This is an optimization exercise on Yosys and OpenROAD, whose aim is small area and a short achievable clock period, not a production implementation.
Function was checked by simulation only, so behaviour that the tests miss may differ from the original.
Power figures rest on the tool's default switching activity, not on a simulated workload.

`flow/design.v`:
```
`timescale 1ns/1ps
`default_nettype none
module chu_vga_card_flip_core #(
    parameter int CD              = 12,
    parameter int COLS            = 32,
    parameter int ROWS            = 8,
    parameter int CODE_W          = 6,
    parameter int TILE_PX         = 16,
    parameter int BACK_CODE       = 63,
    parameter int FRAMES_PER_STEP = 2
) (
    input  logic                                  clk,
    input  logic                                  reset_n,
    input  logic [10:0]                           x,
    input  logic [10:0]                           y,
    input  logic                                  cs,
    input  logic                                  write,
    input  logic [13:0]                           addr,
    input  logic [31:0]                           wr_data,
    output logic [31:0]                           rd_data,
    output logic [CODE_W+2*$clog2(TILE_PX)-1:0]   glyph_addr,
    input  logic                                  glyph_pix,
    input  logic [CD-1:0]                         si_rgb,
    output logic [CD-1:0]                         so_rgb
);
    localparam int c_tb  = $clog2(TILE_PX);
    localparam int c_cb  = $clog2(COLS);
    localparam int c_rb  = $clog2(ROWS);
    localparam int c_sw  = c_cb + c_rb;
    localparam int c_chw = CD / 3;
    localparam int c_fcw = (FRAMES_PER_STEP > 1) ? $clog2(FRAMES_PER_STEP) : 1;
    localparam logic [c_fcw-1:0]  c_fc_last   = c_fcw'(FRAMES_PER_STEP - 1);
    localparam logic [7:0]        c_prog_done = 8'(TILE_PX);
    localparam logic [CODE_W-1:0] c_back      = CODE_W'(BACK_CODE);
    localparam logic [1:0] c_st_idle  = 2'd0;
    localparam logic [1:0] c_st_run   = 2'd1;
    localparam logic [1:0] c_st_clear = 2'd2;
    logic [CODE_W:0]      r_map [COLS*ROWS];
    logic [1:0]           r_state;
    logic [c_sw-1:0]      r_slot;
    logic [7:0]           r_progress;
    logic [c_fcw-1:0]     r_frame_cnt;
    logic [1:0]           r_mode;
    logic [CD-1:0]        r_fg;
    logic                 r_prev_origin;
    logic [CODE_W:0]      r_ent;
    logic [c_sw-1:0]      r_pslot;
    logic [c_tb-1:0]      r_yin;
    logic [c_tb-1:0]      r_xin;
    logic [CD-1:0]        r_si1;
    logic [CD-1:0]        r_si2;
    logic                 w_tile_wr;
    logic                 w_reg_wr;
    logic                 w_flip_start;
    logic                 w_origin;
    logic                 w_strobe;
    logic                 w_busy;
    logic                 w_eng_clear;
    logic [c_sw-1:0]      w_pix_slot;
    logic                 w_reveal;
    logic [CODE_W-1:0]    w_eff_code;
    logic [CD-1:0]        w_avg;
    logic [CD-1:0]        w_blend;
    logic                 w_unused_inputs;
    assign w_tile_wr    = cs & write & ~addr[13];
    assign w_reg_wr     = cs & write & addr[13];
    assign w_flip_start = w_reg_wr && (addr[2:0] == 3'd2);
    assign w_origin     = (x == 11'd0) && (y == 11'd0);
    assign w_strobe     = w_origin & ~r_prev_origin;
    assign w_busy       = (r_state != c_st_idle);
    assign w_eng_clear  = (r_state == c_st_clear) && !w_tile_wr;
    assign w_pix_slot   = {y[c_tb+c_rb-1:c_tb], x[c_tb+c_cb-1:c_tb]};
    assign rd_data      = {w_busy, 23'd0, r_progress};
    assign w_unused_inputs = ^{x, y, addr, wr_data};
    always_ff @(posedge clk) begin
        if (w_tile_wr) begin
            r_map[addr[c_sw-1:0]] <= {wr_data[8], wr_data[CODE_W-1:0]};
        end else if (w_eng_clear) begin
            r_map[r_slot][CODE_W] <= 1'b0;
        end
    end
    always_ff @(posedge clk or negedge reset_n) begin
        if (!reset_n) begin
            r_mode <= 2'b00;
            r_fg   <= '1;
        end else if (w_reg_wr) begin
            case (addr[2:0])
                3'd0:    r_mode <= wr_data[1:0];
                3'd1:    r_fg   <= wr_data[CD-1:0];
                default: ;
            endcase
        end
    end
    always_ff @(posedge clk or negedge reset_n) begin
        if (!reset_n) begin
            r_prev_origin <= 1'b0;
        end else begin
            r_prev_origin <= w_origin;
        end
    end
    always_ff @(posedge clk or negedge reset_n) begin
        if (!reset_n) begin
            r_state     <= c_st_idle;
            r_slot      <= '0;
            r_progress  <= 8'd0;
            r_frame_cnt <= '0;
        end else begin
            case (r_state)
                c_st_idle: begin
                    if (w_flip_start) begin
                        r_slot      <= wr_data[c_sw-1:0];
                        r_progress  <= 8'd0;
                        r_frame_cnt <= '0;
                        r_state     <= c_st_run;
                    end
                end
                c_st_run: begin
                    if (w_strobe) begin
                        if (r_frame_cnt == c_fc_last) begin
                            r_frame_cnt <= '0;
                            r_progress  <= r_progress + 8'd1;
                            if (r_progress + 8'd1 == c_prog_done) begin
                                r_state <= c_st_clear;
                            end
                        end else begin
                            r_frame_cnt <= r_frame_cnt + 1'b1;
                        end
                    end
                end
                c_st_clear: begin
                    if (w_eng_clear) begin
                        r_state <= c_st_idle;
                    end
                end
                default: r_state <= c_st_idle;
            endcase
        end
    end
    assign w_reveal   = w_busy && (r_pslot == r_slot) &&
                        ({{(8-c_tb){1'b0}}, r_yin} < r_progress);
    assign w_eff_code = (r_ent[CODE_W] && !w_reveal) ? c_back : r_ent[CODE_W-1:0];
    always_ff @(posedge clk or negedge reset_n) begin
        if (!reset_n) begin
            r_ent      <= '0;
            r_pslot    <= '0;
            r_yin      <= '0;
            r_xin      <= '0;
            r_si1      <= '0;
            r_si2      <= '0;
            glyph_addr <= '0;
            so_rgb     <= '0;
        end else begin
            r_ent      <= r_map[w_pix_slot];
            r_pslot    <= w_pix_slot;
            r_yin      <= y[c_tb-1:0];
            r_xin      <= x[c_tb-1:0];
            r_si1      <= si_rgb;
            glyph_addr <= {w_eff_code, r_yin, r_xin};
            r_si2      <= r_si1;
            so_rgb     <= w_blend;
        end
    end
    for (genvar i = 0; i < 3; i++) begin : g_ch
        logic [c_chw:0] w_sum;
        assign w_sum = {1'b0, r_fg[i*c_chw +: c_chw]} + {1'b0, r_si2[i*c_chw +: c_chw]};
        assign w_avg[i*c_chw +: c_chw] = w_sum[c_chw:1];
    end
    always_comb begin
        w_blend = r_si2;
        case (r_mode)
            2'b01:   w_blend = r_si2;
            2'b10:   if (glyph_pix) w_blend = w_avg;
            default: if (glyph_pix) w_blend = r_fg;
        endcase
    end
endmodule
`default_nettype wire
```
`flow/run.sh`:
```
#!/bin/bash
# synth_recipe.tcl (not shown) runs the flow's synth.tcl, then flattens the netlist and writes it again
# the make line also repeats each setting of config.mk as NAME=value (left out here)
make -C /OpenROAD-flow-scripts/flow DESIGN_CONFIG=/design/flow/config.mk WORK_HOME=/design/flow/orfs CLKGATE_MAP_FILE= SYNTH_SCRIPT=/design/flow/synth_recipe.tcl finish
```
`flow/config.mk`:
```
export PLATFORM = sky130hd
export DESIGN_NAME = chu_vga_card_flip_core
export DESIGN_NICKNAME = chu_vga_card_flip_core
export VERILOG_FILES = /design/flow/design.v
export SDC_FILE = /design/flow/constraint.sdc
export NUM_CORES = 4
export LEC_CHECK = 0
export CAP_MARGIN = 20
export CORE_MARGIN = 2
export CORE_UTILIZATION = 40
export SLEW_MARGIN = 20
```
`flow/constraint.sdc`:
```
create_clock -name core_clock -period 10.0 [get_ports {clk}]
set_input_delay 2.0000 -clock core_clock [delete_from_list [all_inputs] [get_ports {clk}]]
set_output_delay 2.0000 -clock core_clock [all_outputs]
set_load 0.01 [all_outputs]
```
==> summary.txt <==
global-route wire length before repair 291000 um; Clock H-tree levels 4; Layout area overhead 12.6%; Switching Share 0.220; vias in the first global route 39700; final period utilization 0.539; port buffer count 94; Slew Viols, Final 0; synth unique cells 78; RSZ-0062 raised after global routing false; slew margin rel. 0.223; GPL Wtd Cong 0.835; CTS Root Cell clkbuf_16; die height about 440 um; EDFF count, synth 1792; worst-margin pin slew 1160 ps; TNS Setup 0 ps; post-synthesis cell count 4103; Final Hold Viols 0; CTS resizes 0; peak supply drop 0.220 mV; DRC violations left 0; initial cell density of the core 0.401; Tot Pwr 0.0169 W; Die Area 0.194 mm^2; Min-Delay Path Class register to register; DP Area 0.0795 mm^2; Final Critical Period about 5400 ps; insertion delay to the later sink of the worst-skew pair 830 ps; DP Worst Slack 3770 ps; CP max stage delay 710 ps; vias 40000; CTS Buf Count 193; layout cell share with drive strength beyond 1 0.188; startpoint types primary input; TritonCTS clock tree done; syn_area_per_cell between 15 and 20 um^2; die width between 400 and 500 um; Clk pwr share 0.419; pin count of the biggest net entering global routing between 200 and 250; Seq cells post-synth 1899; final wirelength roughly 200000 um; initial antenna violation count 6; yosys warns 1; Clock Sinks 1899; Post-Syn Area 0.0761 mm^2; I/O pin total 143; ANT nets after route 0; Pre-antenna DRT Iters 5; gr usage total 0.209; Logic pwr share 0.062; Detailed Place HPWL 117000 um; Worst setup EP type register; core area 0.190 mm^2; worst-path fanout max 22; critical path class primary input to register; post-route cell area 0.0857 mm^2; endpoints failing setup 0; Synth Flop Type edfxtp_1; Power Dens Cells 197 mW/mm^2; worst path arrival time 5850 ps; clock slew seen by the registers of the worst setup and hold paths 60 ps; # nets final 4310; Critical Path RT around 10000 ps; max_cap viols 0; NetSw 0.00372 W; FP Rows 160; GRT overflow 0; fmax 0.186 GHz; WL per Instance ~30 um; Clock Skew ~30 ps; slowest CP cell nand2_2; Post-CTS Hold Fix Bufs 0; Initial DRC Count 4554; Async SR Flop Fraction 0.0563; Bufs on Longest Clock Path 3; register area share after synthesis 0.742; CP Cell Sequence clkdlybuf4s50_1 > nand3b_1 > nand2_1 > or3_1 > o31ai_1 > nand2_2 > buf_4 > nor2_1; Post-CTS Setup Repair Bufs 0; status finished clean; Final WS setup 4610 ps; Seq pwr share 0.519; routed vias/inst 5.82; internal cell power 0.0132 W; leakage 27.0 nW
==> flip-flops by register name, summed over array words and instances (netlist names), 2 cells and up <==
signal,cells
r_map,1792
glyph_addr,14
r_fg,12
r_si1,12
r_si2,12
so_rgb,12
r_progress,8
r_pslot,8
r_slot,8
r_ent,7
r_xin,4
r_yin,4
r_mode,2
r_state,2
==> worst paths after layout <==
check	startpoint	to	slack [ps]	cells past startpoint
setup / recovery	addr[13]	r_map[193][5]	4610	8
hold / removal	r_si1[10]	r_si2[10]	350	0
setup reg to reg	r_state[1]	r_map[193][5]	5730	7
hold reg to reg	r_si1[10]	r_si2[10]	350	0
max in group asynchronous	reset_n	glyph_addr[11]	7480	2
min in group asynchronous	reset_n	so_rgb[1]	1280	1
==> per-layer routing <==
| layer | wire, um | track usage | vias to the layer above |
|---|---|---|---|
| li1 | - | - | 16600 |
| met1 | 82900 | 0.291 | 21300 |
| met2 | 97600 | 0.337 | 1735 |
| met3 | 15800 | 0.0340 | 370 |
| met4 | 6600 | 0.0673 | 0 |
| met5 | 0 | 0 | - |
==> cell type report <==
cell class	instances	area (um^2)
fill	16100	104000
sequential	1899	56500
multi-input combinational	1901	18000
clock buffer	253	5240
tap	2511	3140
timing repair buffer	177	1750
clock inverter	96	943
inverter	35	134
antenna	2	5.00
==> cell usage after synthesis, types with 35 or more instances <==
cell type  number  area, um^2
buf_2          64         320
mux2i_1       190        1900
a221oi_1       48         420
o21ai_0        65         325
a21oi_1        78         390
buf_4          35         263
mux4_2        369        8310
dfrtp_1        95        2380
clkbuf_1      135         507
edfxtp_1     1792       53800
nor2_1        544        2040
nand2_1       149         559
==> power by group through the flow <==
stage	clock network [W]	registers, W	logic, W
after CTS	0.00718	0.00879	0.00104
final	0.00709	0.00879	0.00104
after detailed placement	0	0.00896	0.00104
after global placement	0	0.00896	0.00103
after global routing	0.00748	0.00879	0.00110
after floorplan	0	0.00899	0.000591
==> critical path, delay by kind of cell <==
kind            cells  cell delay [ps]
simple gates        5             2570
buf+inv             2             1040
compound gates      1              210
==> layout by cell type, fill, tap and decap left out, types with 18 or more instances in the layout <==
| cell type | count |
|---|---|
| mux4_2 | 369 |
| buf_4 | 70 |
| nand2_1 | 133 |
| nand3b_1 | 18 |
| a22oi_1 | 27 |
| mux4_1 | 23 |
| edfxtp_1 | 1792 |
| clkinv_1 | 38 |
| o221ai_1 | 27 |
| nor2_1 | 542 |
| mux2i_1 | 190 |
| dfrtp_1 | 95 |
| clkbuf_1 | 48 |
| o21ai_0 | 65 |
| conb_1 | 23 |
| inv_1 | 31 |
| a21oi_1 | 78 |
| clkdlybuf4s50_1 | 87 |
| clkbuf_16 | 200 |
| o22ai_1 | 25 |
| a221oi_1 | 48 |
| clkinv_2 | 27 |
| nand3_1 | 32 |
| mux2_2 | 33 |
==> cells by family after synthesis <==
logic type | after synthesis | share of synthesized area
flip-flops | 1899 | 0.742
AND/OR/NAND/NOR | 827 | 0.0451
multiplexers | 615 | 0.147
AO/OA/AOI/OAI | 402 | 0.0369
buffers and inverters | 325 | 0.0235
adder cells (fa/ha/maj) | 18 | 0.00325
XOR/XNOR | 16 | 0.00184
other | 1 | 0.0000493
==> stage by stage <==
stage,instances,utilization,hold slack [ps]
floorplan,4125,-,331
global placement,6519,0.419,332
finish,6874,0.452,346
CTS,6870,0.452,344
detailed placement,6521,0.419,336
global route,6873,0.452,355

## re-timing with driven ports
How much do the figures lean on ideal ports? The routed layout below was timed once more, with nothing changed but the port constraints. Step 1 sets driving cells, clkbuf_16 on the clock port and buf_2 on the other inputs (assumed; they add their load-dependent delay and slew). Step 2 times the ports against the registers' clock, not the clock port: input delays grow and output delays shrink by t, the midpoint of the rising clock arrivals with the driver on. a / b / c = no drivers / after step 1 / after step 2; a / b = the first two.
shift t [ns]: 0.905
setup slack, ns: 4.615 / 4.667 / 3.762
clock arrival spread, ns: 0.041 / 0.041
After both steps this run still meets setup and hold. The setup slack of this run moves by +0.052 ns with the drivers and by -0.853 ns with both steps.
